This design comes from an exercise in tuning for small area on the open sky130 flow, not from production work. In this exercise RTL edits were held to simulation tests only and were not proved equivalent to the original. Power figures rest on the tool's default switching activity, not on a simulated workload.

--- flow/config.mk ---
export PLATFORM = sky130hd
export DESIGN_NAME = ambient_light_backlight_controller
export DESIGN_NICKNAME = ambient_light_backlight_controller
export VERILOG_FILES = /design/flow/design.v
export SDC_FILE = /design/flow/constraint.sdc
export NUM_CORES = 4
export LEC_CHECK = 0
export ABC_AREA = 1
export CAP_MARGIN = 20
export CORE_MARGIN = 2
export CORE_UTILIZATION = 40
export GPL_TIMING_DRIVEN = 0
export SLEW_MARGIN = 20
--- flow/constraint.sdc ---
create_clock -name core_clock -period 10.0 [get_ports {clock}]
set_input_delay 2.0000 -clock core_clock [delete_from_list [all_inputs] [get_ports {clock}]]
set_output_delay 2.0000 -clock core_clock [all_outputs]
set_load 0.01 [all_outputs]
--- flow/design.v ---
package als_pkg;
   localparam int LEVEL_W = 10;
   typedef enum logic [2:0] {
      CSR_ALPHA_UP        = 3'd0,
      CSR_ALPHA_DOWN      = 3'd1,
      CSR_CURVE_MIDPOINT  = 3'd2,
      CSR_HYSTERESIS_BAND = 3'd3,
      CSR_RAMP_SHIFT      = 3'd4,
      CSR_MIN_LEVEL       = 3'd5,
      CSR_MAX_LEVEL       = 3'd6
   } als_csr_type;
   localparam logic [7:0]  ALPHA_UP_RST   = 8'd77;
   localparam logic [7:0]  ALPHA_DOWN_RST = 8'd20;
   localparam logic [9:0]  MIDPOINT_RST   = 10'd50;
   localparam logic [5:0]  BAND_RST       = 6'd6;
   localparam logic [2:0]  SHIFT_RST      = 3'd3;
   localparam logic [9:0]  MIN_LEVEL_RST  = 10'd2;
   localparam logic [9:0]  MAX_LEVEL_RST  = 10'd510;
   localparam logic [7:0]  SLIDER_RST     = 8'd128;
   localparam logic [7:0]  SLIDER_FULL    = 8'd255;
   typedef struct packed {
      logic wr_en;
      logic clear;
      logic start;
   } als_win_ctl_type;
   function automatic logic [LEVEL_W-1:0] als_clamp(input logic signed [12:0] v,
                                                    input logic [LEVEL_W-1:0] lo,
                                                    input logic [LEVEL_W-1:0] hi);
      logic [LEVEL_W-1:0] r;
      if (v < $signed({3'b000, lo})) begin
         r = lo;
      end else if (v > $signed({3'b000, hi})) begin
         r = hi;
      end else begin
         r = v[LEVEL_W-1:0];
      end
      als_clamp = r;
   endfunction
endpackage
module ambient_light_backlight_controller #(
   parameter int WINDOW_SIZE = 5,
   parameter int LUX_BITS    = 16
) (
   input  logic       clock,
   input  logic       reset,
   input  logic        req_valid,
   output logic        req_ready,
   input  logic        req_kind,
   input  logic [15:0] req_lux_sample,
   input  logic        req_auto_mode,
   input  logic        req_slider_valid,
   input  logic [7:0]  req_slider_level,
   output logic        rsp_valid,
   input  logic        rsp_ready,
   output logic [9:0]  rsp_backlight_level,
   output logic        rsp_level_written,
   output logic [9:0]  rsp_target_level,
   output logic [15:0] rsp_filtered_lux,
   input  logic       csr_wr_en,
   input  logic [2:0] csr_index,
   input  logic [9:0] csr_wr_data
);
   typedef enum logic [4:0] {
      S_IDLE, S_SAMP, S_MEDC, S_FLOAD, S_CMP, S_EMA, S_DIVS, S_SMAP,
      S_DIV, S_OFFC, S_TGT, S_TGT2, S_GUPD, S_DIST, S_PREROT, S_RAMP, S_MSMAP,
      S_ACC
   } st_t;
   logic [7:0]  alpha_up_ff, alpha_down_ff;
   logic [9:0]  midpoint_ff;
   logic [5:0]  band_ff;
   logic [2:0]  shift_ff;
   logic [9:0]  min_ff, max_ff;
   st_t         state_ff;
   logic [3:0]  ph_ff;         
   logic [5:0]  cnt_ff;        
   logic [3:0]  pass_ff;       
   logic [2:0]  count_ff;      
   logic        lm_ff, lmv_ff;
   logic        lsv_ff;
   logic [7:0]  lsl_ff;
   logic [7:0]  man_ff;
   logic        cv_ff;
   logic        wr_ff;
   logic        rspv_ff;
   logic [15:0] w0, w1, w2, w3, w4;
   logic [23:0] f_ff;
   logic [17:0] r_ff;
   logic [9:0]  q_ff;
   logic [10:0] off_ff;
   logic [9:0]  goal_ff;
   logic [9:0]  cur_ff;
   logic [7:0]  acc_ff;
   logic [4:0] blw_ff;
   logic [2:0] lo_idx_ff, hi_idx_ff;
   logic mcar_ff;
   logic k1, k2, k3, k4, k5, k6, k7;
   logic [1:0] d_ff;
   logic up_ff, neg_ff, lt_ff, ltm_ff, gtm_ff, nz_ff, gtc_ff, eqc_ff;
   logic auto_m, mc, capture;
   logic [7:0] sw;
   assign auto_m  = req_auto_mode;
   assign mc      = !lmv_ff || (req_auto_mode != lm_ff);
   assign capture = req_auto_mode && req_slider_valid && lsv_ff && !mc &&
                    (req_slider_level != lsl_ff);
   assign sw      = req_slider_valid ? req_slider_level : man_ff;
   logic [5:0] bi;
   logic [3:0] mi;
   logic [15:0] min_x, max_x, mid_x, band_x;
   logic [15:0] bsel;     
   logic min_b, max_b, mid_b, band_b, maxd_b;
   assign bi     = cnt_ff;
   assign mi     = pass_ff;
   assign min_x  = {6'd0, min_ff};
   assign max_x  = {6'd0, max_ff};
   always_comb begin
      bsel = 16'd0;
      for (int j = 0; j < 10; j++) bsel[j + 1] = max_ff[9 - j];
      if (state_ff == S_DIVS) begin
         bsel = 16'd0;
         for (int j = 0; j < 8; j++) bsel[j] = sw[7 - j];
      end
   end
   assign mid_x  = {6'd0, midpoint_ff};
   assign band_x = {10'd0, band_ff};
   assign min_b  = (bi[5:4] == 2'b00) && min_x[bi[3:0]];
   assign max_b  = (bi[5:4] == 2'b00) && max_x[bi[3:0]];
   assign mid_b  = (bi[5:4] == 2'b00) && mid_x[bi[3:0]];
   assign band_b = (bi[5:4] == 2'b00) && band_x[bi[3:0]];
   assign maxd_b = bsel[mi];
   logic [2:0] ceff;
   logic [4:0] vld;
   logic [2:0] klo, khi, rank;
   logic [4:0] taps, blw_nx, tie;
   logic cand, lo_b, hi_b, med_b, m_b;
   assign ceff = mc ? 3'd0 : count_ff;
   assign vld  = {ceff > 3'd4, ceff > 3'd3, ceff > 3'd2, ceff > 3'd1, ceff > 3'd0};
   assign klo  = (ceff - 3'd1) >> 1;
   assign khi  = ceff >> 1;
   assign taps = {w4[0], w3[0], w2[0], w1[0], w0[0]};
   assign cand = taps[pass_ff[2:0]];
   assign tie  = {pass_ff[2:0] > 3'd4, pass_ff[2:0] > 3'd3, pass_ff[2:0] > 3'd2,
                  pass_ff[2:0] > 3'd1, pass_ff[2:0] > 3'd0};
   always_comb begin
      for (int j = 0; j < 5; j++) begin
         blw_nx[j] = (taps[j] != cand) ? cand : ((ph_ff == 4'd0) ? tie[j] : blw_ff[j]);
      end
   end
   assign rank = 3'(blw_nx[0] & vld[0]) + 3'(blw_nx[1] & vld[1]) + 3'(blw_nx[2] & vld[2]) +
                 3'(blw_nx[3] & vld[3]) + 3'(blw_nx[4] & vld[4]);
   assign lo_b = (ceff != 3'd0) && taps[lo_idx_ff];
   assign hi_b = (ceff != 3'd0) && taps[hi_idx_ff];
   assign med_b  = (ph_ff == 4'd0) ? mcar_ff : (lo_b ^ hi_b ^ mcar_ff);
   assign m_b    = (cnt_ff < 6'd8) ? (cnt_ff == 6'd7) : med_b;
   logic [7:0] mul_p;
   logic [7:0] acc_e;
   logic       mul_s;
   logic [8:0] mul_sum;
   assign mul_p   = up_ff ? alpha_up_ff : alpha_down_ff;
   assign acc_e   = acc_ff;
   assign mul_sum = {1'b0, acc_e} + (mul_s ? {1'b0, mul_p} : 9'd0);
   logic first;        
   logic active;       
   logic last;         
   logic f_sh, q_sh, off_sh, goal_sh, cur_sh;
   logic f23_in, f15_in, r_in, q_in, off_in, goal_in, cur_in;
   logic nk1, nk2, nk3, nk4, nk5, nk6, nk7;
   logic [1:0] nd;
   logic nup, nneg, nlt, nltm, ngtm, nnz, ngtc, neqc;
   logic k1e, k2e;
   logic ph9_state;
   assign ph9_state = (state_ff == S_FLOAD) || (state_ff == S_CMP) || (state_ff == S_EMA);
   assign first     = (cnt_ff == 6'd0);
   assign active    = !ph9_state || !first || (ph_ff == 4'd9);
   assign k1e = first ? 1'b0 : k1;
   assign k2e = first ? 1'b0 : k2;
   function automatic logic maj(input logic a, input logic b, input logic c);
      maj = (a & b) | (a & c) | (b & c);
   endfunction
   function automatic logic bor(input logic a, input logic b, input logic c);
      bor = (!a & b) | (!a & c) | (b & c);
   endfunction
   logic a_x, b_x, s_x, t_x, g_x, c_x, st_x, au_x, ox_x;
   logic fl, d2x, dD, sD, rr, xx, xd, aa, tt, qd, dbit, nq;
   always_comb begin
      f_sh = 1'b0; q_sh = 1'b0; off_sh = 1'b0; goal_sh = 1'b0; cur_sh = 1'b0;
      f23_in  = f_ff[0];
      f15_in  = f_ff[16];
      r_in    = r_ff[0];
      q_in    = q_ff[0];
      off_in  = off_ff[0];
      goal_in = goal_ff[0];
      cur_in  = cur_ff[0];
      nk1 = k1; nk2 = k2; nk3 = k3; nk4 = k4; nk5 = k5; nk6 = k6; nk7 = k7;
      nd = d_ff;
      nup = up_ff; nneg = neg_ff; nlt = lt_ff; nltm = ltm_ff; ngtm = gtm_ff;
      nnz = nz_ff; ngtc = gtc_ff; neqc = eqc_ff;
      mul_s = 1'b0;
      a_x = 1'b0; b_x = 1'b0; s_x = 1'b0; t_x = 1'b0; g_x = 1'b0; c_x = 1'b0;
      st_x = 1'b0; au_x = 1'b0; ox_x = 1'b0;
      fl = 1'b0; d2x = 1'b0; dD = 1'b0; sD = 1'b0; rr = 1'b0; xx = 1'b0; xd = 1'b0;
      aa = 1'b0; tt = 1'b0; qd = 1'b0; dbit = 1'b0; nq = 1'b0;
      last = 1'b0;
      unique case (state_ff)
         S_MEDC: begin
            if (max_b != min_b) nneg = min_b;
            else if (first)     nneg = 1'b0;
            last = (ph_ff == 4'd15) && (pass_ff == 4'd4);
         end
         S_FLOAD: begin
            if (active) begin
               f_sh   = 1'b1;
               f23_in = m_b;
            end
            last = (cnt_ff == 6'd23);
         end
         S_CMP: begin
            if (active) begin
               f_sh = 1'b1;
               if (m_b != f_ff[0]) nup = m_b;
               else if (first)     nup = 1'b0;
            end
            last = (cnt_ff == 6'd23);
         end
         S_EMA: begin
            if (active) begin
               f_sh = 1'b1;
               a_x  = up_ff ? m_b : f_ff[0];
               b_x  = up_ff ? f_ff[0] : m_b;
               s_x  = a_x ^ b_x ^ k1e;
               nk1  = bor(a_x, b_x, k1e);
               mul_s = (cnt_ff < 6'd24) && s_x;
               if (cnt_ff >= 6'd8 && cnt_ff < 6'd32) begin
                  c_x    = (cnt_ff == 6'd8) ? 1'b0 : k2;
                  f15_in = f_ff[16] ^ mul_sum[0] ^ c_x;
                  nk2    = up_ff ? maj(f_ff[16], mul_sum[0], c_x)
                                 : bor(f_ff[16], mul_sum[0], c_x);
               end
            end
            last = (cnt_ff == 6'd47);
         end
         S_SMAP, S_MSMAP: begin
            q_sh = (cnt_ff < 6'd10);
            a_x  = (cnt_ff < 6'd10) && q_ff[0];
            s_x  = min_b ^ a_x ^ k1e;
            nk1  = neg_ff ? bor(min_b, a_x, k1e) : maj(min_b, a_x, k1e);
            if (state_ff == S_SMAP) begin
               off_sh = 1'b1;
               off_in = (cnt_ff < 6'd10) && s_x;
               last   = (cnt_ff == 6'd10);
            end else begin
               cur_sh  = 1'b1;
               goal_sh = 1'b1;
               cur_in  = s_x;
               goal_in = s_x;
               neqc    = (first ? 1'b1 : eqc_ff) & (s_x == cur_ff[0]);
               last    = (cnt_ff == 6'd9);
            end
         end
         S_DIV, S_DIVS: begin
            f_sh = (cnt_ff < 6'd24) && (state_ff == S_DIV);
            if (cnt_ff < 6'd18) begin
               fl   = (cnt_ff < 6'd16) && f_ff[8];
               a_x  = neg_ff ? min_b : max_b;
               b_x  = neg_ff ? max_b : min_b;
               s_x  = a_x ^ b_x ^ k1e;                  
               if (state_ff == S_DIV) begin
                  aa  = fl;
                  dD  = fl ^ mid_b ^ k1e;
                  nk1 = maj(fl, mid_b, k1e);
               end else begin
                  aa  = s_x;
                  dD  = (cnt_ff >= 6'd3) && (cnt_ff <= 6'd10);
                  nk1 = bor(a_x, b_x, k1e);
               end
               d2x  = k2e;                              
               nk2  = dD;
               sD   = (pass_ff == 4'd0) ? 1'b0 : (d_ff == 2'd1) ? dD : (d_ff == 2'd2) ? d2x : 1'b0;
               rr   = (pass_ff != 4'd0) && r_ff[0];
               xx   = rr ^ sD ^ (first ? 1'b0 : k3);
               nk3  = bor(rr, sD, (first ? 1'b0 : k3));
               xd   = first ? 1'b0 : k4;                
               nk4  = xx;
               aa   = maxd_b && aa;
               tt   = xd ^ aa ^ (first ? 1'b0 : k5);
               nk5  = maj(xd, aa, (first ? 1'b0 : k5));
               r_in = tt;
               if (tt != dD)   nltm = tt;               
               else if (first) nltm = 1'b1;
               if (tt != d2x)  ngtm = tt;               
               else if (first) ngtm = 1'b1;
               nnz = (first ? 1'b0 : nz_ff) | fl;       
            end
            if (cnt_ff < 6'd10) begin
               q_sh = 1'b1;
               qd   = first ? 1'b0 : k6;
               nk6  = q_ff[0];
               dbit = (cnt_ff == 6'd0) ? d_ff[0] : (cnt_ff == 6'd1) ? d_ff[1] : 1'b0;
               nq   = (pass_ff != 4'd0) && (qd ^ dbit ^ (first ? 1'b0 : k7));
               nk7  = maj(qd, dbit, (first ? 1'b0 : k7));
               q_in = nq;
               if (nq != min_b)  nlt = min_b;
               else if (first)   nlt = 1'b0;
            end
            if (cnt_ff == 6'd17) begin
               nd = (!nnz && (state_ff == S_DIV)) ? 2'd0 : ngtm ? 2'd2 : nltm ? 2'd1 : 2'd0;
            end
            last = (cnt_ff == 6'd35) && (pass_ff == 4'd11);
         end
         S_OFFC: begin
            q_sh   = (cnt_ff < 6'd10);
            au_x   = (cnt_ff < 6'd10) && (lt_ff ? min_b : q_ff[0]);
            off_sh = 1'b1;
            off_in = off_ff[0] ^ au_x ^ k1e;
            nk1    = bor(off_ff[0], au_x, k1e);
            last   = (cnt_ff == 6'd10);
         end
         S_TGT: begin
            q_sh   = (cnt_ff < 6'd10);
            au_x   = (cnt_ff < 6'd10) && (lt_ff ? min_b : q_ff[0]);
            off_sh = (cnt_ff < 6'd11);
            off_in = !mc && off_ff[0];
            ox_x   = (cnt_ff < 6'd11) ? (!mc && off_ff[0]) : off_ff[10];
            s_x    = au_x ^ ox_x ^ k1e;
            nk1    = maj(au_x, ox_x, k1e);
            q_in   = s_x;
            if (cnt_ff == 6'd11) begin
               nltm = s_x | ltm_ff;
               ngtm = !s_x & gtm_ff;
            end else begin
               if (s_x != min_b)  nltm = min_b;
               else if (first)    nltm = 1'b0;
               if (s_x != max_b)  ngtm = s_x;
               else if (first)    ngtm = 1'b0;
            end
            last = (cnt_ff == 6'd11);
         end
         S_TGT2: begin
            q_sh    = (cnt_ff < 6'd10);
            goal_sh = (cnt_ff < 6'd10);
            t_x     = (cnt_ff < 6'd10) && (ltm_ff ? min_b : gtm_ff ? max_b : q_ff[0]);
            g_x     = (cnt_ff < 6'd10) && goal_ff[0];
            a_x     = g_x ^ band_b ^ k1e;            
            nk1     = maj(g_x, band_b, k1e);
            b_x     = t_x ^ band_b ^ k2e;            
            nk2     = maj(t_x, band_b, k2e);
            if (t_x != a_x)  nnz = t_x;
            else if (first)  nnz = 1'b0;
            if (g_x != b_x)  ngtc = g_x;
            else if (first)  ngtc = 1'b0;
            last = (cnt_ff == 6'd10);
         end
         S_GUPD: begin
            q_sh    = 1'b1;
            goal_sh = 1'b1;
            cur_sh  = 1'b1;
            t_x     = ltm_ff ? min_b : gtm_ff ? max_b : q_ff[0];
            g_x     = (mc || nz_ff || gtc_ff) ? t_x : goal_ff[0];
            goal_in = g_x;
            c_x     = cur_ff[0];
            if (g_x != c_x)  nup = g_x;
            else if (first)  nup = 1'b0;
            neqc = (first ? 1'b1 : eqc_ff) & (g_x == c_x);
            last = (cnt_ff == 6'd9);
         end
         S_DIST: begin
            goal_sh = 1'b1;
            cur_sh  = 1'b1;
            q_sh    = 1'b1;
            a_x     = up_ff ? goal_ff[0] : cur_ff[0];
            b_x     = up_ff ? cur_ff[0] : goal_ff[0];
            s_x     = a_x ^ b_x ^ k1e;
            nk1     = bor(a_x, b_x, k1e);
            q_in    = s_x;
            last    = (cnt_ff == 6'd9);
         end
         S_PREROT: begin
            q_sh = (cnt_ff[2:0] != shift_ff);
            q_in = 1'b0;
         end
         S_RAMP: begin
            q_sh    = 1'b1;
            goal_sh = 1'b1;
            cur_sh  = 1'b1;
            st_x    = q_ff[0] | (first & (q_ff == 10'd0));
            c_x     = cur_ff[0];
            s_x     = c_x ^ st_x ^ k1e;
            nk1     = up_ff ? maj(c_x, st_x, k1e) : bor(c_x, st_x, k1e);
            cur_in  = !cv_ff ? goal_ff[0] : eqc_ff ? c_x : s_x;
            last    = (cnt_ff == 6'd9);
         end
         default: begin
         end
      endcase
   end
   assign req_ready = ((state_ff == S_SAMP) && (ph_ff == 4'd15)) || (state_ff == S_ACC);
   always_ff @(posedge clock) begin
      if (reset) begin
         alpha_up_ff   <= als_pkg::ALPHA_UP_RST;
         alpha_down_ff <= als_pkg::ALPHA_DOWN_RST;
         midpoint_ff   <= als_pkg::MIDPOINT_RST;
         band_ff       <= als_pkg::BAND_RST;
         shift_ff      <= als_pkg::SHIFT_RST;
         min_ff        <= als_pkg::MIN_LEVEL_RST;
         max_ff        <= als_pkg::MAX_LEVEL_RST;
      end else if (csr_wr_en) begin
         unique case (csr_index)
            als_pkg::CSR_ALPHA_UP:        alpha_up_ff   <= csr_wr_data[7:0];
            als_pkg::CSR_ALPHA_DOWN:      alpha_down_ff <= csr_wr_data[7:0];
            als_pkg::CSR_CURVE_MIDPOINT:  midpoint_ff   <= csr_wr_data;
            als_pkg::CSR_HYSTERESIS_BAND: band_ff       <= csr_wr_data[5:0];
            als_pkg::CSR_RAMP_SHIFT:      shift_ff      <= csr_wr_data[2:0];
            als_pkg::CSR_MIN_LEVEL:       min_ff        <= csr_wr_data;
            als_pkg::CSR_MAX_LEVEL:       max_ff        <= csr_wr_data;
            default: begin
            end
         endcase
      end
   end
   logic ins;
   assign ins = (state_ff == S_SAMP);
   always_ff @(posedge clock) begin
      w0 <= {ins ? req_lux_sample[ph_ff] : w0[0], w0[15:1]};
      w1 <= {ins ? w0[0] : w1[0], w1[15:1]};
      w2 <= {ins ? w1[0] : w2[0], w2[15:1]};
      w3 <= {ins ? w2[0] : w3[0], w3[15:1]};
      w4 <= {ins ? w3[0] : w4[0], w4[15:1]};
      mcar_ff <= (lo_b & hi_b) | ((lo_b ^ hi_b) & (ph_ff != 4'd0) & mcar_ff);
   end
   always_ff @(posedge clock) begin
      blw_ff <= blw_nx;
      if ((state_ff == S_MEDC) && (ph_ff == 4'd15) && vld[pass_ff[2:0]]) begin
         if (rank == klo) lo_idx_ff <= pass_ff[2:0];
         if (rank == khi) hi_idx_ff <= pass_ff[2:0];
      end
   end
   always_ff @(posedge clock) begin
      if (f_sh)    f_ff    <= {f23_in, f_ff[23:17], f15_in, f_ff[15:1]};
      r_ff <= {r_in, r_ff[17:1]};
      if (q_sh)    q_ff    <= {q_in, q_ff[9:1]};
      if (off_sh)  off_ff  <= {off_in, off_ff[10:1]};
      if (goal_sh) goal_ff <= {goal_in, goal_ff[9:1]};
      if (cur_sh)  cur_ff  <= {cur_in, cur_ff[9:1]};
      acc_ff <= mul_sum[8:1];
      k1 <= nk1; k2 <= nk2; k3 <= nk3; k4 <= nk4; k5 <= nk5; k6 <= nk6; k7 <= nk7;
      d_ff   <= nd;
      up_ff  <= nup;
      neg_ff <= nneg;
      lt_ff  <= nlt;
      ltm_ff <= nltm;
      gtm_ff <= ngtm;
      nz_ff  <= nnz;
      gtc_ff <= ngtc;
      eqc_ff <= neqc;
   end
   always_ff @(posedge clock) begin
      if (reset) begin
         state_ff <= S_IDLE;
         ph_ff    <= 4'd0;
         cnt_ff   <= 6'd0;
         pass_ff  <= 4'd0;
         count_ff <= 3'd0;
         lmv_ff   <= 1'b0;
         lsv_ff   <= 1'b0;
         man_ff   <= als_pkg::SLIDER_RST;
         cv_ff    <= 1'b0;
         rspv_ff  <= 1'b0;
      end else begin
         ph_ff <= ph_ff + 4'd1;
         if (rspv_ff && rsp_ready) rspv_ff <= 1'b0;
         if (active) cnt_ff <= cnt_ff + 6'd1;
         if (last) cnt_ff <= 6'd0;
         unique case (state_ff)
            S_IDLE: begin
               cnt_ff  <= 6'd0;
               pass_ff <= 4'd0;
               if ((ph_ff == 4'd15) && req_valid) begin
                  if (!req_kind) state_ff <= S_SAMP;
                  else if (!rspv_ff) state_ff <= S_MEDC;
               end
            end
            S_SAMP: begin
               if (ph_ff == 4'd15) begin
                  state_ff <= S_IDLE;
                  if (count_ff != 3'd5) count_ff <= count_ff + 3'd1;
               end
            end
            S_MEDC: begin
               if (ph_ff == 4'd15) pass_ff <= pass_ff + 4'd1;
               if (last) begin
                  state_ff <= mc ? S_FLOAD : auto_m ? S_CMP : S_DIVS;
                  pass_ff  <= 4'd0;
               end
            end
            S_FLOAD: begin
               if (last) state_ff <= auto_m ? S_DIV : S_DIVS;
               pass_ff <= 4'd0;
            end
            S_CMP: begin
               if (last) state_ff <= S_EMA;
            end
            S_EMA: begin
               if (last) state_ff <= capture ? S_DIVS : S_DIV;
               pass_ff <= 4'd0;
            end
            S_DIVS: begin
               if (cnt_ff == 6'd35) begin
                  cnt_ff  <= 6'd0;
                  pass_ff <= pass_ff + 4'd1;
               end
               if (last) state_ff <= auto_m ? S_SMAP : S_MSMAP;
            end
            S_SMAP: begin
               if (last) state_ff <= S_DIV;
               pass_ff <= 4'd0;
            end
            S_DIV: begin
               if (cnt_ff == 6'd35) begin
                  cnt_ff  <= 6'd0;
                  pass_ff <= pass_ff + 4'd1;
               end
               if (last) state_ff <= capture ? S_OFFC : S_TGT;
            end
            S_OFFC: begin
               if (last) state_ff <= S_TGT;
            end
            S_TGT: begin
               if (last) state_ff <= S_TGT2;
            end
            S_TGT2: begin
               if (last) state_ff <= S_GUPD;
            end
            S_GUPD: begin
               if (last) state_ff <= S_DIST;
            end
            S_DIST: begin
               if (last) state_ff <= S_PREROT;
            end
            S_PREROT: begin
               if (cnt_ff[2:0] == shift_ff) begin
                  state_ff <= S_RAMP;
                  cnt_ff   <= 6'd0;
               end
            end
            S_RAMP: begin
               if (last) begin
                  state_ff <= S_ACC;
                  wr_ff    <= !cv_ff || !eqc_ff;
               end
            end
            S_MSMAP: begin
               if (last) begin
                  state_ff <= S_ACC;
                  wr_ff    <= !cv_ff || !neqc;
               end
            end
            S_ACC: begin
               state_ff <= S_IDLE;
               rspv_ff  <= 1'b1;
               cv_ff    <= 1'b1;
               lm_ff    <= req_auto_mode;
               lmv_ff   <= 1'b1;
               if (mc) count_ff <= 3'd0;
               lsv_ff   <= req_auto_mode && (req_slider_valid || (lsv_ff && !mc));
               if (req_auto_mode && req_slider_valid) lsl_ff <= req_slider_level;
               if (!req_auto_mode && req_slider_valid) man_ff <= req_slider_level;
            end
            default: begin
               state_ff <= S_IDLE;
            end
         endcase
      end
   end
   assign rsp_valid           = rspv_ff;
   assign rsp_backlight_level = cur_ff;
   assign rsp_level_written   = wr_ff;
   assign rsp_target_level    = goal_ff;
   assign rsp_filtered_lux    = f_ff[23:8];
endmodule
--- flow/flow/run.sh ---
#!/bin/bash
# The standard layout (standard.sh with synth_recipe.tcl, both unchanged),
# with three changes:
#  - ABC maps the logic for area with flow/abc_area.script (used by ORFS when
#    ABC_AREA=1) in place of ORFS's own; the registers come from dfflibmap,
#    which runs before ABC, so they are the standard synthesis's;
#  - the port buffers use the smallest buffer cell;
#  - clock tree synthesis uses clkbuf_4 leaf clusters of up to 8 sinks
#    within 50 um, without dummy loads.
# ORFS writes each step's log under orfs/logs; make's output goes to standard.log.
set -e
here=$(pwd)
rm -rf "$here/orfs_scripts"
cp -r "$FLOW_HOME/scripts" "$here/orfs_scripts"
cp "$here/flow/abc_area.script" "$here/orfs_scripts/abc_area.script"
export SCRIPTS_DIR="$here/orfs_scripts"
export BUFFER_PORTS_ARGS="-buffer_cell sky130_fd_sc_hd__buf_1"
export CTS_ARGS="-sink_clustering_enable -repair_clock_nets -dont_use_dummy_load -buf_list sky130_fd_sc_hd__clkbuf_4 -sink_clustering_size 8 -sink_clustering_max_diameter 50"
bash standard.sh > standard.log 2>&1
--- flow/flow/abc_area.script ---
strash
balance -l
resub -K 6 -l
rewrite -l
resub -K 6 -N 2 -l
refactor -l
resub -K 8 -l
balance -l
resub -K 8 -N 2 -l
rewrite -l
resub -K 10 -l
rewrite -z -l
resub -K 10 -N 2 -l
balance -l
resub -K 12 -l
refactor -z -l
resub -K 12 -N 2 -l
rewrite -z -l
balance -l
dch -f
amap -m -F 4 -A 4
topo
stime -c
--- flow/standard.sh ---
#!/bin/bash
# synth_recipe.tcl (not shown) runs the flow's synth.tcl, then flattens the netlist and writes it again
# the make line also repeats each setting of config.mk as NAME=value (left out here)
make -C /OpenROAD-flow-scripts/flow DESIGN_CONFIG=/design/flow/config.mk WORK_HOME=/design/flow/orfs CLKGATE_MAP_FILE= SYNTH_SCRIPT=/design/flow/synth_recipe.tcl "${@:-finish}"
==> results of run 1 <==
==> kinds of logic after synthesis <==
group / count (synthesis)
buffers and inverters: 166
adders and majority gates: 48
AOI/OAI and AO/OA: 380
and+or+nand+nor: 268
DFF: 298
==> final cells by class <==
| type | count | share of cell area, % |
|---|---|---|
| Antenna cell | 1 | 0.01888 |
| Tap cell | 390 | 3.682 |
| Clock buffer | 45 | 2.549 |
| Multi-Input combinational cell | 696 | 33.25 |
| Timing Repair Buffer | 90 | 3.002 |
| Sequential cell | 298 | 52.34 |
| Buffer | 16 | 0.9063 |
| Inverter | 150 | 4.258 |
==> metrics by stage <==
stage / setup WS, ns / util [%] / instances
5_1_grt: 1.331 / 44.84 / 1686
3_5_place_dp: 1.332 / 43.66 / 1639
2_1_floorplan: 2.523 / - / 1160
6_report: 1.837 / 44.84 / 1686
4_1_cts: 1.991 / 44.80 / 1684
3_3_place_gp: 0.3833 / 43.18 / 1633
==> critical path, delay by kind of cell <==
family	cells	cell delay, ns
AO/OA/AOI/OAI	6	1.66
AND/OR/NAND/NOR	13	1.73
adder cells (fa/ha/maj)	6	1.73
buffers and inverters	6	1.60
==> placed cells by master, fill, tap and decap left out, types with 4 or more instances in the layout <==
| cell | synthesis | layout |
|---|---|---|
| nand2_1 | 57 | 57 |
| dfxtp_1 | 201 | 201 |
| o32ai_1 | 6 | 6 |
| buf_1 | 0 | 82 |
| a221oi_1 | 21 | 21 |
| a211oi_1 | 6 | 6 |
| nand3_1 | 10 | 10 |
| nand4_1 | 6 | 6 |
| buf_4 | 16 | 20 |
| o221a_1 | 8 | 8 |
| ha_1 | 34 | 34 |
| or2_0 | 4 | 4 |
| nor3_2 | 0 | 7 |
| clkinv_1 | 150 | 149 |
| o221ai_1 | 29 | 29 |
| a222oi_1 | 6 | 6 |
| a31oi_1 | 6 | 6 |
| nor4_1 | 10 | 9 |
| a2111oi_0 | 4 | 4 |
| edfxtp_1 | 97 | 97 |
| fa_1 | 14 | 14 |
| o211ai_1 | 6 | 6 |
| o21ai_0 | 87 | 86 |
| a22oi_1 | 21 | 21 |
| a21oi_1 | 94 | 94 |
| nor2_1 | 130 | 130 |
| clkbuf_4 | 0 | 46 |
| o22ai_1 | 57 | 56 |
| nor2b_1 | 4 | 4 |
| nor3_1 | 37 | 30 |
==> registers in the layout, indices dropped and copies added, names as in the netlist, 11 cells and up <==
signal  cells
w2         16
r_ff       18
w4         16
w0         16
w3         16
f_ff       24
w1         16
off_ff     11
==> metal layers <==
metal  global-route usage [%]  up-vias  wire, um
met3                    3.372       74      1940
met2                    28.23      325     12660
li1                         -     4563         -
met5                        0        -         0
met4                    7.748        0       942
met1                    26.24     4388     13480
==> worst max path at each step <==
stage | start | endpoint | cells past startpoint
global placement | req_auto_mode | acc_ff[7] | 27
CTS | req_auto_mode | acc_ff[7] | 31
finish | req_auto_mode | acc_ff[7] | 31
detailed placement | req_auto_mode | acc_ff[7] | 31
global route | req_auto_mode | acc_ff[7] | 31
floorplan | req_auto_mode | acc_ff[7] | 30
==> power groups by stage <==
stage	Combinational, mW	Clock (mW)	Sequential [mW]
after global routing	1.09	0.657	1.74
after floorplan	0.658	0	1.69
after global placement	0.926	0	1.73
after CTS	0.969	0.613	1.71
final	0.976	0.583	1.70
after detailed placement	0.963	0	1.73
==> results.json, run 1 <==
{
  "yosysUniqueCellTypes": 51,
  "cts_root_buffer": "clkbuf_4",
  "track_usage_pct": 18.64,
  "synthTopCellsByCount": "201 x dfxtp_1, 150 x clkinv_1, 130 x nor2_1",
  "coreArea_um2": 29560,
  "synth_top_family_by_area": "compound AO/OA/AOI/OAI gates",
  "rows": 63,
  "p_seq_share_pct": 52.2,
  "ys_warn_count": 1,
  "grt_pass1_vias": 8871,
  "r2r_end": "acc_ff[7]",
  "dieArea_um2": 31310,
  "start_util_pct": 40.47,
  "period_share_pct": 81.63,
  "min_to": "r_ff[9]",
  "ys_top_cells_by_area": "dfxtp_1 34%, edfxtp_1 24%, clkinv_1 4.7%",
  "setup_violations": 0,
  "slew_headroom_pct": 27.63,
  "synth_seq_cells": 298,
  "cp.required_ns": 10.55,
  "fillers": 2818,
  "power.density_cell_area_nw_per_um2": 246.2,
  "antenna_found_initial": 1,
  "synth.largest_area_cell": "dfxtp_1",
  "r2r_start": "cnt_ff[0]",
  "swShare_pct": 35.51,
  "skew_ns": 0.1169,
  "ir_worst_vdd_mv": 0.1149,
  "multi_input_area_um2": 4407,
  "cts_resized": 0,
  "crit_slowest_cell": "a21oi_1",
  "drtIter0Drc": 725,
  "clkPwrFrac_pct": 17.9,
  "max_slew.worst_pin.slew_ns": 1.076,
  "power_mw": 3.263,
  "wl_per_cell_um": 17.22,
  "gp_congestion": 0.9345,
  "end_kind": "flip-flop",
  "io-pin-count": 84,
  "synth_compound_area_share_pct": 20.77,
  "final_hold_viol_count": 0,
  "grt_max_degree": 57,
  "nets": 1390,
  "htreeDepth": 2,
  "switching_power_mw": 1.158,
  "status": "finished clean",
  "cts_tree": "yes",
  "postCtsSetupRepairBufs": 0,
  "synth_edf_count": 97,
  "cts.clk_slew.worst_paths_ns": 0.09,
  "viasPerCell": 5.546,
  "synth-async-reset-ratio_pct": 0,
  "place_area_um2": 12910,
  "worstRegToRegCells": 24,
  "hpwl_mm": 20.77,
  "synthAdderAreaFrac_pct": 5.898,
  "clockBufferDepth": 3,
  "clk_latency_ns": 0.70,
  "vias": 9350,
  "seq_area_um2": 6937,
  "drive_above_1_share_pct": 6.178,
  "drt_pass1_iterations": 6,
  "p_int_mw": 2.104,
  "synth-xor-area-share_pct": 0,
  "comb_power_share_pct": 29.9,
  "synthCells": 1160,
  "synth_most_common_cell": "dfxtp_1",
  "worstPathArrival_ns": 8.72,
  "overflow": 0,
  "synth-simple-area-share_pct": 9.642,
  "worstHoldStart": "r_ff[10]",
  "rsz0062_at_grt": "false",
  "start_kind": "primary input",
  "syn_area_um2": 11960,
  "cts_inserted_buffers": 45,
  "design_area_um2": 13250,
  "cts.sinks": 298,
  "ys_seq_area_share_pct": 57.98,
  "io_buffers": 83,
  "hold_depth": 0,
  "die_w_um": 176.9,
  "tns_ns": 0,
  "postRouteAntennaNets": 0,
  "drt_wl_total_mm": 29.03,
  "leakagePower_nw": 4.558,
  "syn_nets": 1253,
  "synth_area_per_cell_um2": 10.31,
  "grt_pass1_wl_mm": 46.40,
  "max_freq_mhz": 122.5,
  "path_max_fanout": 8,
  "slew_viol_final": 0,
  "r2r_slack_ns": 2.85,
  "crit_path_max_incr_delay_ns": 0.58,
  "area_delta_synth_final_pct": 10.78,
  "dieHeight_um": 176.9,
  "ctsHoldBuffers": 0,
  "critical_path_class": "primary input to flip-flop",
  "layout_min_cycle_time_ns": 8.163,
  "hold_class": "flip-flop to flip-flop",
  "critPathMostFrequentCell": "nor2_1",
  "hold_slack_ns": 0.2938,
  "drc": 0,
  "synthMuxAreaShare_pct": 0,
  "maxCapViolations": 0,
  "synth_top_area_share_pct": 33.63,
  "synthFlopType": "dfxtp_1"
}
==> inputs of run 2 (changes only) <==
--- a/flow/config.mk
+++ b/flow/config.mk
@@ -9,5 +9,4 @@
 export CAP_MARGIN = 20
 export CORE_MARGIN = 2
 export CORE_UTILIZATION = 40
-export GPL_TIMING_DRIVEN = 0
 export SLEW_MARGIN = 20
==> run 2 against run 1 <==
Register-to-register slack better by 0.76 ns; clock-buffer cell count stayed put; critical path depth unchanged; sequential share of layout area rose by 0.60 points; routed wire length increased by 1.6%; global-route usage increased by 0.19 points; largest power group unchanged; largest cell class unchanged; cell count fell by 0.47%; non-clock buffer count fell by 8; maximum frequency grew 6.8%.
==> results.json, run 2 <==
{
  "overflow": 0,
  "slew_viol_final": 0,
  "rsz0062_at_grt": "false",
  "cts_tree": "yes",
  "wl_per_cell_um": 17.57,
  "hpwl_mm": 21.33,
  "synthFlopType": "dfxtp_1",
  "slew_headroom_pct": 33.93,
  "top_register": "f_ff",
  "tns_ns": 0,
  "synth-async-reset-ratio_pct": 0,
  "maxCapViolations": 0,
  "drive_above_1_share_pct": 4.740,
  "clockBufferDepth": 3,
  "multi_input_area_um2": 4352,
  "drt_pass1_iterations": 6,
  "seq_area_um2": 6937,
  "design_area_um2": 13100,
  "yosysUniqueCellTypes": 51,
  "drc": 0,
  "synth_area_per_cell_um2": 10.31,
  "synth.largest_area_cell": "dfxtp_1",
  "cp.required_ns": 10.55,
  "min_to": "w1[13]",
  "ir_worst_vdd_mv": 0.1259,
  "crit_path_max_incr_delay_ns": 0.51,
  "antenna_found_initial": 1,
  "path_max_fanout": 8,
  "nets": 1382,
  "power_mw": 3.249,
  "viasPerCell": 5.561,
  "critical_path_class": "primary input to flip-flop",
  "synthTopCellsByCount": "201 x dfxtp_1, 150 x clkinv_1, 130 x nor2_1",
  "postRouteAntennaNets": 0,
  "io_buffers": 83,
  "largest_register_ffs": 24,
  "ys_warn_count": 1,
  "synth_most_common_cell": "dfxtp_1",
  "hold_slack_ns": 0.3181,
  "ctsHoldBuffers": 0,
  "skew_ns": 0.08731,
  "postCtsSetupRepairBufs": 0,
  "drt_wl_total_mm": 29.49,
  "critPathMostFrequentCell": "nor2_1",
  "cts.sinks": 298,
  "synthCells": 1160,
  "place_area_um2": 12760,
  "synth_top_area_share_pct": 33.63,
  "cts_resized": 0,
  "final_hold_viol_count": 0,
  "vias": 9332,
  "cts.clk_slew.worst_paths_ns": 0.08,
  "period_share_pct": 76.40,
  "r2r_start": "lmv_ff",
  "grt_pass1_vias": 8733,
  "max_slew.worst_pin.slew_ns": 0.9835,
  "cts_inserted_buffers": 45,
  "leakagePower_nw": 4.497,
  "layout_commonest_cell": "dfxtp_1",
  "worstRegToRegCells": 30,
  "r2r_end": "acc_ff[7]",
  "worstHoldStart": "w1[14]",
  "syn_area_um2": 11960,
  "dieArea_um2": 31310,
  "pre_cts_slack_ns": 1.856,
  "max_freq_mhz": 130.9,
  "coreArea_um2": 29560,
  "end_kind": "flip-flop",
  "hold_depth": 0,
  "synth_seq_cells": 298,
  "area_delta_synth_final_pct": 9.527,
  "track_usage_pct": 18.83,
  "htreeDepth": 2,
  "io-pin-count": 84,
  "ys_top_cells_by_area": "dfxtp_1 34%, edfxtp_1 24%, clkinv_1 4.7%",
  "fillers": 2856,
  "drtIter0Drc": 767,
  "die_w_um": 176.9,
  "status": "finished clean",
  "clk_latency_ns": 0.66,
  "worstPathArrival_ns": 8.19,
  "crit_slowest_cell": "o32ai_1",
  "synth_edf_count": 97,
  "grt_max_degree": 61,
  "hold_class": "flip-flop to flip-flop",
  "top_regs": "f_ff x24, r_ff x18",
  "gp_congestion": 0.9179,
  "start_kind": "primary input",
  "layout_min_cycle_time_ns": 7.640,
  "fin_ws_ns": 2.360,
  "syn_nets": 1253,
  "power.density_cell_area_nw_per_um2": 248.0,
  "dieHeight_um": 176.9,
  "setup_violations": 0,
  "cts_root_buffer": "clkbuf_4",
  "rows": 63,
  "start_util_pct": 40.47,
  "grt_pass1_wl_mm": 46.51,
  "r2r_slack_ns": 3.61,
  "ys_seq_area_share_pct": 57.98,
  "final_cell_mix": "201 x dfxtp_1, 150 x clkinv_1, 130 x nor2_1, 97 x edfxtp_1, 94 x a21oi_1"
}
==> run 2: stage by stage <==
step,cells,util (%)
after floorplan,1160,-
after global placement,1632,43.17
after detailed placement,1632,43.17
after CTS,1677,44.32
after global routing,1678,44.33
final,1678,44.33
==> run 2: kinds of logic after synthesis <==
kind of cell             share of synthesized area, %
flip-flops                                      57.98
buffers and inverters                           5.710
AND/OR/NAND/NOR                                 9.642
AO/OA/AOI/OAI                                   20.77
adder cells (fa/ha/maj)                         5.898
==> run 2: report_power, final <==
group	switching (mW)	internal (mW)	total, mW
logic	0.647	0.314	0.961
clock network	0.373	0.207	0.580
registers	0.142	1.57	1.71
total	1.16	2.09	3.25
==> run 2: metal layers <==
layer | global-route usage, % | part of all wire, % | wire, um | up-vias
met1 | 26.90 | 47 | 13920 | 4411
met4 | 6.990 | 2.7 | 809 | 0
met5 | 0 | 0 | 0 | -
met3 | 3.522 | 6.5 | 1931 | 66
li1 | - | - | - | 4542
met2 | 28.37 | 44 | 12830 | 313
==> run 2: final cells by class <==
cell class              count  share of cell area [%]
inverters                 150                   4.297
diodes                      1                 0.01910
clock buffers              45                   2.578
repair buffers             98                   3.237
flip-flops and latches    298                   52.94
well taps                 390                   3.724
multi-input cells         696                   33.21
==> run 2: worst max-delay path by stage <==
stage,from,to,slack [ns],cells after the start
global placement,req_auto_mode,acc_ff[7],2.15,31
finish,req_auto_mode,acc_ff[7],2.36,31
floorplan,req_auto_mode,acc_ff[7],2.52,30
CTS,req_auto_mode,acc_ff[7],2.48,31
detailed placement,req_auto_mode,acc_ff[7],1.86,31
global route,req_auto_mode,acc_ff[7],1.95,31
==> run 2: worst max-delay path, delay by kind of cell <==
kind	cells	cell delay (ns)
compound gates	6	1.52
buf+inv	6	1.27
simple gates	13	1.69
fa+ha+maj	6	1.69
==> inputs of run 3 (changes only) <==
--- a/flow/config.mk
+++ b/flow/config.mk
@@ -8,5 +8,5 @@
 export ABC_AREA = 1
 export CAP_MARGIN = 20
 export CORE_MARGIN = 2
-export CORE_UTILIZATION = 40
+export CORE_UTILIZATION = 55
 export SLEW_MARGIN = 20
==> run 3 against run 2 <==
Sequential share of layout area rose by 0.57 points; maximum frequency rose by 0.96%; flip-flop and latch count did not move; sequential power barely moved; non-clock buffer count did not move; combinational power rose by 0.9%; via count rose by 0.36%; critical endpoint unchanged; hold slack got worse by 0.029 ns.
==> results.json, run 3 <==
{
  "status": "finished clean",
  "switching_power_mw": 1.169,
  "hpwl_mm": 21.08,
  "rsz0062_at_grt": "false",
  "coreArea_um2": 21150,
  "highest_layer": "met4",
  "slew_viol_final": 0,
  "ys_warn_count": 1,
  "leakagePower_nw": 4.498,
  "hold_slack_ns": 0.2890,
  "cts_tree": "yes",
  "tns_ns": 0,
  "place_area_um2": 12620,
  "p_seq_share_pct": 52.5,
  "synth-async-reset-ratio_pct": 0,
  "synth_most_common_cell": "dfxtp_1",
  "start_kind": "primary input",
  "period_share_pct": 75.67,
  "io-pin-count": 84,
  "synth_top_area_share_pct": 33.63,
  "dr_wl_met3_mm": 2.127,
  "ys_top_cells_by_area": "dfxtp_1 34%, edfxtp_1 24%, clkinv_1 4.7%",
  "track_usage_pct": 25.65,
  "skew_ns": 0.06696,
  "drtIter0Drc": 728,
  "grt_max_degree": 57,
  "critical_path_class": "primary input to flip-flop",
  "die_w_um": 151.5,
  "cts.clk_slew.worst_paths_ns": 0.08,
  "synth_compound_area_share_pct": 20.77,
  "r2r_slack_ns": 3.61,
  "overflow": 0,
  "setup_violations": 0,
  "largest_register_ffs": 24,
  "worstRegToRegCells": 30,
  "cts_resized": 0,
  "path_buf_inv": 6,
  "clk_latency_ns": 0.68,
  "critPathLaunch": "req_auto_mode",
  "syn_area_um2": 11960,
  "drive_above_1_share_pct": 4.817,
  "ys_seq_area_share_pct": 57.98,
  "final_hold_viol_count": 0,
  "grt_pass1_vias": 8675,
  "synthCells": 1160,
  "io_buffers": 83,
  "ctsHoldBuffers": 0,
  "postCtsSetupRepairBufs": 0,
  "p_int_mw": 2.087,
  "max_freq_mhz": 132.1,
  "synth_top_family_by_area": "compound AO/OA/AOI/OAI gates",
  "path_max_fanout": 8,
  "synthTopCellsByCount": "201 x dfxtp_1, 150 x clkinv_1, 130 x nor2_1",
  "maxCapViolations": 0,
  "crit_end": "acc_ff[7]",
  "power.density_cell_area_nw_per_um2": 251.2,
  "yosysUniqueCellTypes": 51,
  "critPathMostFrequentCell": "nor2_1",
  "worstPathArrival_ns": 8.13,
  "design_area_um2": 12960,
  "dieArea_um2": 22950,
  "r2r_start": "lmv_ff",
  "crit_path_max_incr_delay_ns": 0.48,
  "hold_class": "flip-flop to flip-flop",
  "final_cell_mix": "201 x dfxtp_1, 150 x clkinv_1, 130 x nor2_1, 97 x edfxtp_1, 94 x a21oi_1",
  "synth-simple-area-share_pct": 9.642,
  "antenna_found_initial": 1,
  "swShare_pct": 35.91,
  "layout_commonest_cell": "dfxtp_1",
  "layout_min_cycle_time_ns": 7.567,
  "nets": 1382,
  "synth_edf_count": 97,
  "dr_wl_met2_mm": 12.47,
  "top_register": "f_ff",
  "synthAdderAreaFrac_pct": 5.898,
  "slew_headroom_pct": 31.61,
  "hold_depth": 0,
  "wl_per_cell_um": 18.57,
  "clockBufferDepth": 3,
  "synthFlopType": "dfxtp_1",
  "max_slew.worst_pin.slew_ns": 1.021,
  "top_regs": "f_ff x24, r_ff x18",
  "r2r_end": "acc_ff[7]",
  "grt_pass1_wl_mm": 45.70,
  "rows": 53,
  "dieHeight_um": 151.5,
  "drt_wl_total_mm": 29.02,
  "syn_nets": 1253,
  "ir_worst_vdd_mv": 0.1208,
  "crit_slowest_cell": "o32ai_1",
  "clkPwrFrac_pct": 17.7,
  "wl_met1_mm": 13.50,
  "fin_cells": 1563,
  "synth.largest_area_cell": "dfxtp_1",
  "comb_power_share_pct": 29.8,
  "crit_family": "adder cells",
  "cp.required_ns": 10.56,
  "fillers": 1840,
  "drc": 0,
  "synth-xor-area-share_pct": 0,
  "end_kind": "flip-flop",
  "gp_congestion": 0.9520,
  "synthMuxAreaShare_pct": 0,
  "vias": 9366,
  "cts_root_buffer": "clkbuf_4",
  "drt_pass1_iterations": 6,
  "dp.cells": 1517,
  "cts.sinks": 298,
  "viasPerCell": 5.992,
  "cp.depth": 31,
  "cts_inserted_buffers": 45,
  "synth_seq_cells": 298,
  "htreeDepth": 2,
  "synth_area_per_cell_um2": 10.31,
  "start_util_pct": 56.56,
  "area_delta_synth_final_pct": 8.356,
  "postRouteAntennaNets": 0
}
[run 3: final cells by class]
class                           count  area, um2  area share, %
Antenna cell                        1      2.502        0.01930
Multi-Input combinational cell    696       4355          33.60
Tap cell                          275      344.1          2.654
Sequential cell                   298       6937          53.51
Clock buffer                       45      337.8          2.606
Inverter                          150      563.0          4.343
Timing Repair Buffer               98      424.2          3.272
[run 3: cell families after synthesis]
| logic type | Yosys count |
|---|---|
| AO/OA/AOI/OAI | 380 |
| buffers and inverters | 166 |
| adder cells (fa/ha/maj) | 48 |
| AND/OR/NAND/NOR | 268 |
| flip-flops | 298 |
[run 3: power groups by stage]
stage | clock [mW] | combinational, mW | sequential [mW]
detailed placement | 0 | 0.946 | 1.73
finish | 0.576 | 0.970 | 1.71
global placement | 0 | 0.938 | 1.73
global route | 0.646 | 1.07 | 1.74
floorplan | 0 | 0.658 | 1.69
CTS | 0.601 | 0.950 | 1.71
[run 3: metrics by stage]
stage / utilization [%] / worst slack, ns / total power, mW
final: 61.28 / 2.433 / 3.256
after global routing: 61.28 / 1.798 / 3.459
after CTS: 61.27 / 2.455 / 3.263
after detailed placement: 59.67 / 1.829 / 2.680
after global placement: 59.67 / 2.157 / 2.667
after floorplan: - / 2.523 / 2.344
[run 3: per-layer routing]
metal,vias to the layer above,GRT usage (%)
li1,4537,-
met1,4376,37.48
met2,379,37.96
met3,74,4.940
met4,0,9.626
met5,-,0
[run 3: how the worst min path moves through the flow]
stage | end | startpoint
2_1_floorplan | r_ff[0] | r_ff[1]
3_3_place_gp | w1[10] | w1[11]
3_5_place_dp | r_ff[7] | r_ff[8]
4_1_cts | w1[14] | w1[15]
5_1_grt | w1[14] | w1[15]
6_report | w1[14] | w1[15]
[run 3: worst reg2reg max path, delay by kind of cell, from the launching register on]
family | cells | cell delay (ns)
buffers and inverters | 4 | 0.82
and+or+nand+nor | 13 | 1.66
DFF | 1 | 0.43
adders and majority gates | 6 | 1.74
AOI/OAI and AO/OA | 7 | 1.62
==> inputs of run 4 (changes only) <==
--- a/flow/design.v
+++ b/flow/design.v
@@ -74,7 +74,7 @@
    logic [3:0]  ph_ff;         
    logic [5:0]  cnt_ff;        
    logic [3:0]  pass_ff;       
-   logic [2:0]  count_ff;      
+   logic [4:0]  fill_ff;       
    logic        lm_ff, lmv_ff;
    logic        lsv_ff;
    logic [7:0]  lsl_ff;
@@ -127,15 +127,13 @@
    assign mid_b  = (bi[5:4] == 2'b00) && mid_x[bi[3:0]];
    assign band_b = (bi[5:4] == 2'b00) && band_x[bi[3:0]];
    assign maxd_b = bsel[mi];
-   logic [2:0] ceff;
    logic [4:0] vld;
    logic [2:0] klo, khi, rank;
    logic [4:0] taps, blw_nx, tie;
    logic cand, lo_b, hi_b, med_b, m_b;
-   assign ceff = mc ? 3'd0 : count_ff;
-   assign vld  = {ceff > 3'd4, ceff > 3'd3, ceff > 3'd2, ceff > 3'd1, ceff > 3'd0};
-   assign klo  = (ceff - 3'd1) >> 1;
-   assign khi  = ceff >> 1;
+   assign vld  = mc ? 5'd0 : fill_ff;
+   assign klo  = vld[4] ? 3'd2 : vld[2] ? 3'd1 : 3'd0;
+   assign khi  = vld[3] ? 3'd2 : vld[1] ? 3'd1 : 3'd0;
    assign taps = {w4[0], w3[0], w2[0], w1[0], w0[0]};
    assign cand = taps[pass_ff[2:0]];
    assign tie  = {pass_ff[2:0] > 3'd4, pass_ff[2:0] > 3'd3, pass_ff[2:0] > 3'd2,
@@ -147,8 +145,8 @@
    end
    assign rank = 3'(blw_nx[0] & vld[0]) + 3'(blw_nx[1] & vld[1]) + 3'(blw_nx[2] & vld[2]) +
                  3'(blw_nx[3] & vld[3]) + 3'(blw_nx[4] & vld[4]);
-   assign lo_b = (ceff != 3'd0) && taps[lo_idx_ff];
-   assign hi_b = (ceff != 3'd0) && taps[hi_idx_ff];
+   assign lo_b = vld[0] && taps[lo_idx_ff];
+   assign hi_b = vld[0] && taps[hi_idx_ff];
    assign med_b  = (ph_ff == 4'd0) ? mcar_ff : (lo_b ^ hi_b ^ mcar_ff);
    assign m_b    = (cnt_ff < 6'd8) ? (cnt_ff == 6'd7) : med_b;
    logic [7:0] mul_p;
@@ -204,6 +202,11 @@
          S_MEDC: begin
             if (max_b != min_b) nneg = min_b;
             else if (first)     nneg = 1'b0;
+            {nk7, nk6, nk5, nk4, nk3} = blw_nx;
+            if ((ph_ff == 4'd15) && vld[pass_ff[2:0]]) begin
+               if (rank == klo) {ngtm, nltm, nlt} = pass_ff[2:0];
+               if (rank == khi) {neqc, ngtc, nnz} = pass_ff[2:0];
+            end
             last = (ph_ff == 4'd15) && (pass_ff == 4'd4);
          end
          S_FLOAD: begin
@@ -426,13 +429,9 @@
       w4 <= {ins ? w3[0] : w4[0], w4[15:1]};
       mcar_ff <= (lo_b & hi_b) | ((lo_b ^ hi_b) & (ph_ff != 4'd0) & mcar_ff);
    end
-   always_ff @(posedge clock) begin
-      blw_ff <= blw_nx;
-      if ((state_ff == S_MEDC) && (ph_ff == 4'd15) && vld[pass_ff[2:0]]) begin
-         if (rank == klo) lo_idx_ff <= pass_ff[2:0];
-         if (rank == khi) hi_idx_ff <= pass_ff[2:0];
-      end
-   end
+   assign blw_ff    = {k7, k6, k5, k4, k3};
+   assign lo_idx_ff = {gtm_ff, ltm_ff, lt_ff};
+   assign hi_idx_ff = {eqc_ff, gtc_ff, nz_ff};
    always_ff @(posedge clock) begin
       if (f_sh)    f_ff    <= {f23_in, f_ff[23:17], f15_in, f_ff[15:1]};
       r_ff <= {r_in, r_ff[17:1]};
@@ -458,7 +457,7 @@
          ph_ff    <= 4'd0;
          cnt_ff   <= 6'd0;
          pass_ff  <= 4'd0;
-         count_ff <= 3'd0;
+         fill_ff  <= 5'd0;
          lmv_ff   <= 1'b0;
          lsv_ff   <= 1'b0;
          man_ff   <= als_pkg::SLIDER_RST;
@@ -481,7 +480,7 @@
             S_SAMP: begin
                if (ph_ff == 4'd15) begin
                   state_ff <= S_IDLE;
-                  if (count_ff != 3'd5) count_ff <= count_ff + 3'd1;
+                  fill_ff <= {fill_ff[3:0], 1'b1};
                end
             end
             S_MEDC: begin
@@ -559,7 +558,7 @@
                cv_ff    <= 1'b1;
                lm_ff    <= req_auto_mode;
                lmv_ff   <= 1'b1;
-               if (mc) count_ff <= 3'd0;
+               if (mc) fill_ff <= 5'd0;
                lsv_ff   <= req_auto_mode && (req_slider_valid || (lsv_ff && !mc));
                if (req_auto_mode && req_slider_valid) lsl_ff <= req_slider_level;
                if (!req_auto_mode && req_slider_valid) man_ff <= req_slider_level;
==> run 4 against run 3 <==
Critical path depth decreased by 1; flip-flop and latch count decreased by 9; routed wire length increased by 6.9%; cell count increased by 1.7%; die area decreased by 1.0%; sequential power decreased by 2%; via count increased by 3.5%; cell area decreased by 0.71%; hold slack improved by 0.011 ns; clock-buffer cell count decreased by 1; synthesized area decreased by 1.0%; register-to-register slack improved by 0.25 ns; critical endpoint unchanged; largest cell class unchanged; largest power group unchanged.
==> results.json, run 4 <==
{
  "synth_area_per_cell_um2": 10.02,
  "slew_viol_final": 0,
  "synth.largest_area_cell": "dfxtp_1",
  "postCtsSetupRepairBufs": 0,
  "antenna_found_initial": 2,
  "critPathMostFrequentCell": "nor2_1",
  "max_freq_mhz": 144.5,
  "dieArea_um2": 22720,
  "gp_congestion": 1.034,
  "rsz0062_at_grt": "false",
  "final_hold_viol_count": 0,
  "dieHeight_um": 150.7,
  "viasPerCell": 6.099,
  "nets": 1404,
  "grt_pass1_vias": 9042,
  "top_register": "f_ff",
  "ys_warn_count": 1,
  "tns_ns": 0,
  "drive_above_1_share_pct": 5.027,
  "ys_seq_area_share_pct": 56.56,
  "io_buffers": 83,
  "die_w_um": 150.7,
  "cts_inserted_buffers": 44,
  "synthTopCellsByCount": "198 x dfxtp_1, 153 x clkinv_1, 144 x nor2_1",
  "start_util_pct": 56.14,
  "clockBufferDepth": 3,
  "grt_max_degree": 60,
  "power_mw": 3.252,
  "drt_pass1_iterations": 7,
  "drtIter0Drc": 1144,
  "io-pin-count": 84,
  "coreArea_um2": 21090,
  "final_cell_mix": "198 x dfxtp_1, 153 x clkinv_1, 144 x nor2_1, 103 x o21ai_0, 91 x edfxtp_1",
  "hold_class": "flip-flop to flip-flop",
  "synth_most_common_cell": "dfxtp_1",
  "overflow": 0,
  "track_usage_pct": 27.47,
  "grt_pass1_wl_mm": 48.30,
  "worstPathArrival_ns": 7.49,
  "worstRegToRegCells": 25,
  "crit_slowest_cell": "fa_1",
  "worstHoldStart": "w2[7]",
  "cts_root_buffer": "clkbuf_4",
  "r2r_start": "cnt_ff[0]",
  "drc": 0,
  "crit_path_max_incr_delay_ns": 0.46,
  "syn_area_um2": 11840,
  "rows": 53,
  "yosysUniqueCellTypes": 50,
  "slew_headroom_pct": 30.46,
  "skew_ns": 0.05902,
  "hold_depth": 0,
  "period_share_pct": 69.21,
  "cts.sinks": 289,
  "htreeDepth": 2,
  "fin_cells": 1589,
  "synthFlopType": "dfxtp_1",
  "status": "finished clean",
  "ctsHoldBuffers": 0,
  "synth_top_area_share_pct": 33.48,
  "critical_path_class": "primary input to flip-flop",
  "path_max_fanout": 9,
  "critPathLaunch": "req_auto_mode",
  "largest_register_ffs": 24,
  "layout_commonest_cell": "dfxtp_1",
  "area_delta_synth_final_pct": 8.719,
  "vias": 9691,
  "crit_family": "simple AND/OR/NAND/NOR gates",
  "ir_worst_vdd_mv": 0.1547,
  "layout_min_cycle_time_ns": 6.921,
  "max_slew.worst_pin.slew_ns": 1.036,
  "synth_edf_count": 91,
  "power.density_cell_area_nw_per_um2": 252.6,
  "ys_top_cells_by_area": "dfxtp_1 33%, edfxtp_1 23%, clkinv_1 4.9%",
  "synth-async-reset-ratio_pct": 0,
  "setup_violations": 0,
  "postRouteAntennaNets": 0,
  "hpwl_mm": 22.49,
  "top_regs": "f_ff x24, r_ff x18",
  "leakagePower_nw": 4.509,
  "cp.depth": 30,
  "synth_seq_cells": 289,
  "wl_per_cell_um": 19.52,
  "syn_nets": 1270,
  "synthCells": 1181,
  "cts_resized": 0,
  "cp.required_ns": 10.57,
  "start_kind": "primary input",
  "maxCapViolations": 0,
  "end_kind": "flip-flop",
  "cts_tree": "yes",
  "dp.cells": 1544,
  "path_buf_inv": 7,
  "drt_wl_total_mm": 31.01,
  "cts.clk_slew.worst_paths_ns": 0.09,
  "clk_latency_ns": 0.65
}
==> run 4: cell types whose count changed in the layout (fill, tap and decap cells not counted), moves of 8 or more <==
cell	previous run	this run
o22ai_1	56	64
a21oi_1	94	84
nor2_1	130	144
o221ai_1	29	21
o21ai_0	86	103
==> run 4: logic make-up after synthesis <==
logic type,synth area share (%)
fa+ha+maj,5.538
compound gates,21.82
flops,56.56
buf+inv,5.866
mux,0.09511
simple gates,10.11
==> run 4: final timing paths <==
kind,end,slack (ns)
setup / recovery,acc_ff[7],3.08
hold / removal,w2[6],0.30
setup reg to reg,acc_ff[7],3.86
hold reg to reg,w2[6],0.30
==> run 4: worst register-to-register path: stages (launching register included) <==
cell	delay (ns)
dfxtp_1	0.91
clkinv_1	0.83
ha_1	0.48
clkinv_1	0.08
nor3_1	0.05
buf_4	0.18
clkinv_1	0.07
nand2_1	0.26
clkinv_1	0.33
fa_1	0.45
nor4_1	0.34
buf_4	0.23
o221a_1	0.18
ha_1	0.17
clkinv_1	0.09
fa_1	0.38
nor2_1	0.13
or2_0	0.13
a21oi_1	0.08
nor2_1	0.15
nor2_1	0.06
nor2_1	0.08
nor2_1	0.07
nor2_1	0.14
nor2_1	0.06
o21bai_1	0.12
==> run 4: routing by layer <==
metal,GRT usage (%),part of all wire [%],vias to the layer above
li1,-,-,4613
met1,39.95,46,4548
met2,40.80,42,444
met3,5.636,8.8,84
met4,9.626,3.1,2
met5,0,0.042,-
==> run 4: through the flow <==
stage	hold WS, ns	instance area, um2	setup slack [ns]	utilization, %
finish	0.2996	12870	3.079	61.04
detailed placement	0.3121	12540	2.521	59.46
global placement	0.3097	12540	2.835	59.46
floorplan	0.3096	11840	2.960	-
CTS	0.3174	12870	3.151	61.02
global route	0.3104	12870	2.545	61.04
==> run 4: cell type report <==
type,instances,area [um2]
sequential,289,6696
fill,1843,8217
inverter,153,574.3
tap,275,344.1
multi-input combinational,723,4454
antenna,1,2.502
clock buffer,44,330.3
timing repair buffer,104,469.2
==> run 4: power by group <==
part	switching, mW	internal [mW]
Combinational	0.691	0.330
Sequential	0.148	1.52
Clock	0.358	0.202
==> inputs of run 5 (changes only) <==
--- a/flow/config.mk
+++ b/flow/config.mk
@@ -8,5 +8,5 @@
 export ABC_AREA = 1
 export CAP_MARGIN = 20
 export CORE_MARGIN = 2
-export CORE_UTILIZATION = 55
+export CORE_UTILIZATION = 40
 export SLEW_MARGIN = 20
==> run 5 against run 4 <==
Cell area increased by 1.4%; utilization decreased by 16 points; synthesized cell count unchanged; maximum frequency decreased by 11%; synthesized area unchanged; clock power increased by 3.8%; hold slack got worse by 0.016 ns; critical path depth decreased by 2; cell count increased by 7.0%; setup slack got worse by 0.84 ns; power increased by 1.1%; largest power group unchanged.
==> results.json, run 5 <==
{
  "pre_cts_slack_ns": 1.261,
  "crit_slowest_cell": "a21oi_1",
  "antenna_found_initial": 1,
  "maxCapViolations": 0,
  "drive_above_1_share_pct": 5.471,
  "period_share_pct": 77.65,
  "largest_register_ffs": 24,
  "fillers": 2789,
  "synth.largest_area_cell": "dfxtp_1",
  "fin_ws_ns": 2.235,
  "slew_viol_final": 0,
  "ir_worst_vdd_mv": 0.1109,
  "drtIter0Drc": 814,
  "grt_pass1_wl_mm": 50.74,
  "switching_power_mw": 1.216,
  "io_buffers": 83,
  "final_hold_viol_count": 0,
  "dieArea_um2": 30990,
  "ys_seq_area_share_pct": 56.56,
  "crit_family": "compound AO/OA/AOI/OAI gates",
  "clkPwrFrac_pct": 17.7,
  "yosysUniqueCellTypes": 50,
  "cts_resized": 0,
  "wl_per_cell_um": 18.92,
  "start_util_pct": 40.91,
  "power_mw": 3.288,
  "tns_ns": 0,
  "top_register": "f_ff",
  "synth_top_area_share_pct": 33.48,
  "synth_edf_count": 91,
  "overflow": 0,
  "swShare_pct": 36.97,
  "clk_latency_ns": 0.69,
  "hold_class": "flip-flop to flip-flop",
  "cts_root_buffer": "clkbuf_4",
  "end_kind": "flip-flop",
  "synth_most_common_cell": "dfxtp_1",
  "hpwl_mm": 23.40,
  "worstPathArrival_ns": 8.34,
  "top_regs": "f_ff x24, r_ff x18",
  "cp.required_ns": 10.58,
  "comb_power_share_pct": 31.7,
  "grt_max_degree": 61,
  "gp_congestion": 0.9548,
  "power.density_cell_area_nw_per_um2": 252.1,
  "postRouteAntennaNets": 0,
  "path_max_fanout": 9,
  "critical_path_class": "primary input to flip-flop",
  "grt_pass1_vias": 9121,
  "leakagePower_nw": 4.524,
  "synthFlopType": "dfxtp_1",
  "syn_area_um2": 11840,
  "place_area_um2": 12690,
  "max_freq_mhz": 128.8,
  "nets": 1407,
  "p_seq_share_pct": 50.6,
  "die_w_um": 176.0,
  "setup_violations": 0,
  "postCtsSetupRepairBufs": 0,
  "syn_nets": 1270,
  "cts_tree": "yes",
  "layout_commonest_cell": "dfxtp_1",
  "ys_warn_count": 1,
  "r2r_slack_ns": 3.26,
  "design_area_um2": 13050,
  "coreArea_um2": 28940,
  "ys_top_cells_by_area": "dfxtp_1 33%, edfxtp_1 23%, clkinv_1 4.9%",
  "htreeDepth": 2,
  "drc": 0,
  "synthTopCellsByCount": "198 x dfxtp_1, 153 x clkinv_1, 144 x nor2_1",
  "max_slew.worst_pin.slew_ns": 1.056,
  "cts.sinks": 289,
  "crit_path_max_incr_delay_ns": 0.72,
  "cts_inserted_buffers": 46,
  "skew_ns": 0.09214,
  "critPathMostFrequentCell": "nor2_1",
  "vias": 9616,
  "dieHeight_um": 176.0,
  "clockBufferDepth": 3,
  "status": "finished clean",
  "io-pin-count": 84,
  "slew_headroom_pct": 28.98,
  "synth_seq_cells": 289,
  "p_int_mw": 2.073,
  "area_delta_synth_final_pct": 10.19,
  "ctsHoldBuffers": 0,
  "cts.clk_slew.worst_paths_ns": 0.08,
  "viasPerCell": 5.653,
  "synthCells": 1181,
  "track_usage_pct": 20.91,
  "drt_pass1_iterations": 5,
  "path_buf_inv": 5,
  "drt_wl_total_mm": 32.18,
  "start_kind": "primary input",
  "synth_area_per_cell_um2": 10.02,
  "layout_min_cycle_time_ns": 7.765,
  "rsz0062_at_grt": "false",
  "final_cell_mix": "198 x dfxtp_1, 153 x clkinv_1, 143 x nor2_1, 104 x o21ai_0, 91 x edfxtp_1",
  "rows": 62,
  "synth-async-reset-ratio_pct": 0
}
[run 5: cell counts after synthesis]
Identical to the previous run, type by type.
[run 5: path summary, 6_finish.rpt]
check	from	end	cells past startpoint
max reg2reg	lmv_ff	acc_ff[7]	27
min	r_ff[3]	r_ff[2]	0
min reg2reg	r_ff[3]	r_ff[2]	0
max	req_auto_mode	acc_ff[7]	28
[run 5: cells by family after synthesis]
| family | after synthesis | share of synthesized area, % |
|---|---|---|
| compound gates | 398 | 21.82 |
| fa+ha+maj | 44 | 5.538 |
| buf+inv | 169 | 5.866 |
| flops | 289 | 56.56 |
| mux | 1 | 0.09511 |
| simple gates | 280 | 10.11 |
[run 5: layout make-up]
type                            count  area, um2  share of cell area, %
Timing Repair Buffer              105      476.7                  3.654
Tap cell                          384      480.5                  3.683
Multi-Input combinational cell    723       4469                  34.26
Sequential cell                   289       6696                  51.33
Clock buffer                       46      345.3                  2.647
Inverter                          153      574.3                  4.402
Antenna cell                        1      2.502                0.01918
[run 5: routing by layer]
metal / vias up / global-route usage (%) / wire (um)
li1: 4620 / - / -
met1: 4523 / 30.15 / 15090
met2: 395 / 30.90 / 13560
met3: 78 / 5.168 / 2719
met4: 0 / 6.577 / 808
met5: - / 0 / 0
[run 5: power by group through the flow]
stage          logic [mW]  clock network (mW)  registers [mW]
6_report             1.04               0.581            1.66
5_1_grt              1.15               0.659            1.69
4_1_cts              1.02               0.613            1.67
3_5_place_dp         1.01                   0            1.69
3_3_place_gp         1.01                   0            1.68
2_1_floorplan       0.683                   0            1.64
[run 5: per-stage QoR]
step                      hold WS [ns]  std cells  util [%]
after floorplan                 0.3096       1181         -
after global placement          0.3097       1654     43.86
after detailed placement        0.3121       1654     43.86
after CTS                       0.2865       1700     45.05
after global routing            0.2731       1701     45.08
final                           0.2838       1701     45.08

==> afterwards: timing with drivers on the ports <==
In the flow no input, the clock included, has a driving cell. The finished layouts below were timed again as built, in two steps.
Step 1, drivers: a clkbuf_16 drives clock and a buf_2 each remaining input, both assumed.
Step 2 also shifts input and output timing later by t, the mid clock arrival at the registers, as if the neighbouring blocks saw the same clock.
a / b / c = ideal / step 1 / step 2; a / b = the first two.
run | t, ns | setup WS [ns] | worst setup path after step 2
run 1 | 0.685 | 1.837 / 1.815 / 1.129 | input to register
run 2 | 0.663 | 2.360 / 2.369 / 1.705 | input to register
run 3 | 0.688 | 2.433 / 2.441 / 1.753 | input to register
run 4 | 0.667 | 3.079 / 3.096 / 2.429 | input to register
run 5 | 0.682 | 2.235 / 2.257 / 1.575 | input to register
After both steps setup and hold are still met in every run listed. For run 1, which loses most, drivers alone change the setup slack by -0.022 ns; drivers and shift together by -0.708 ns.
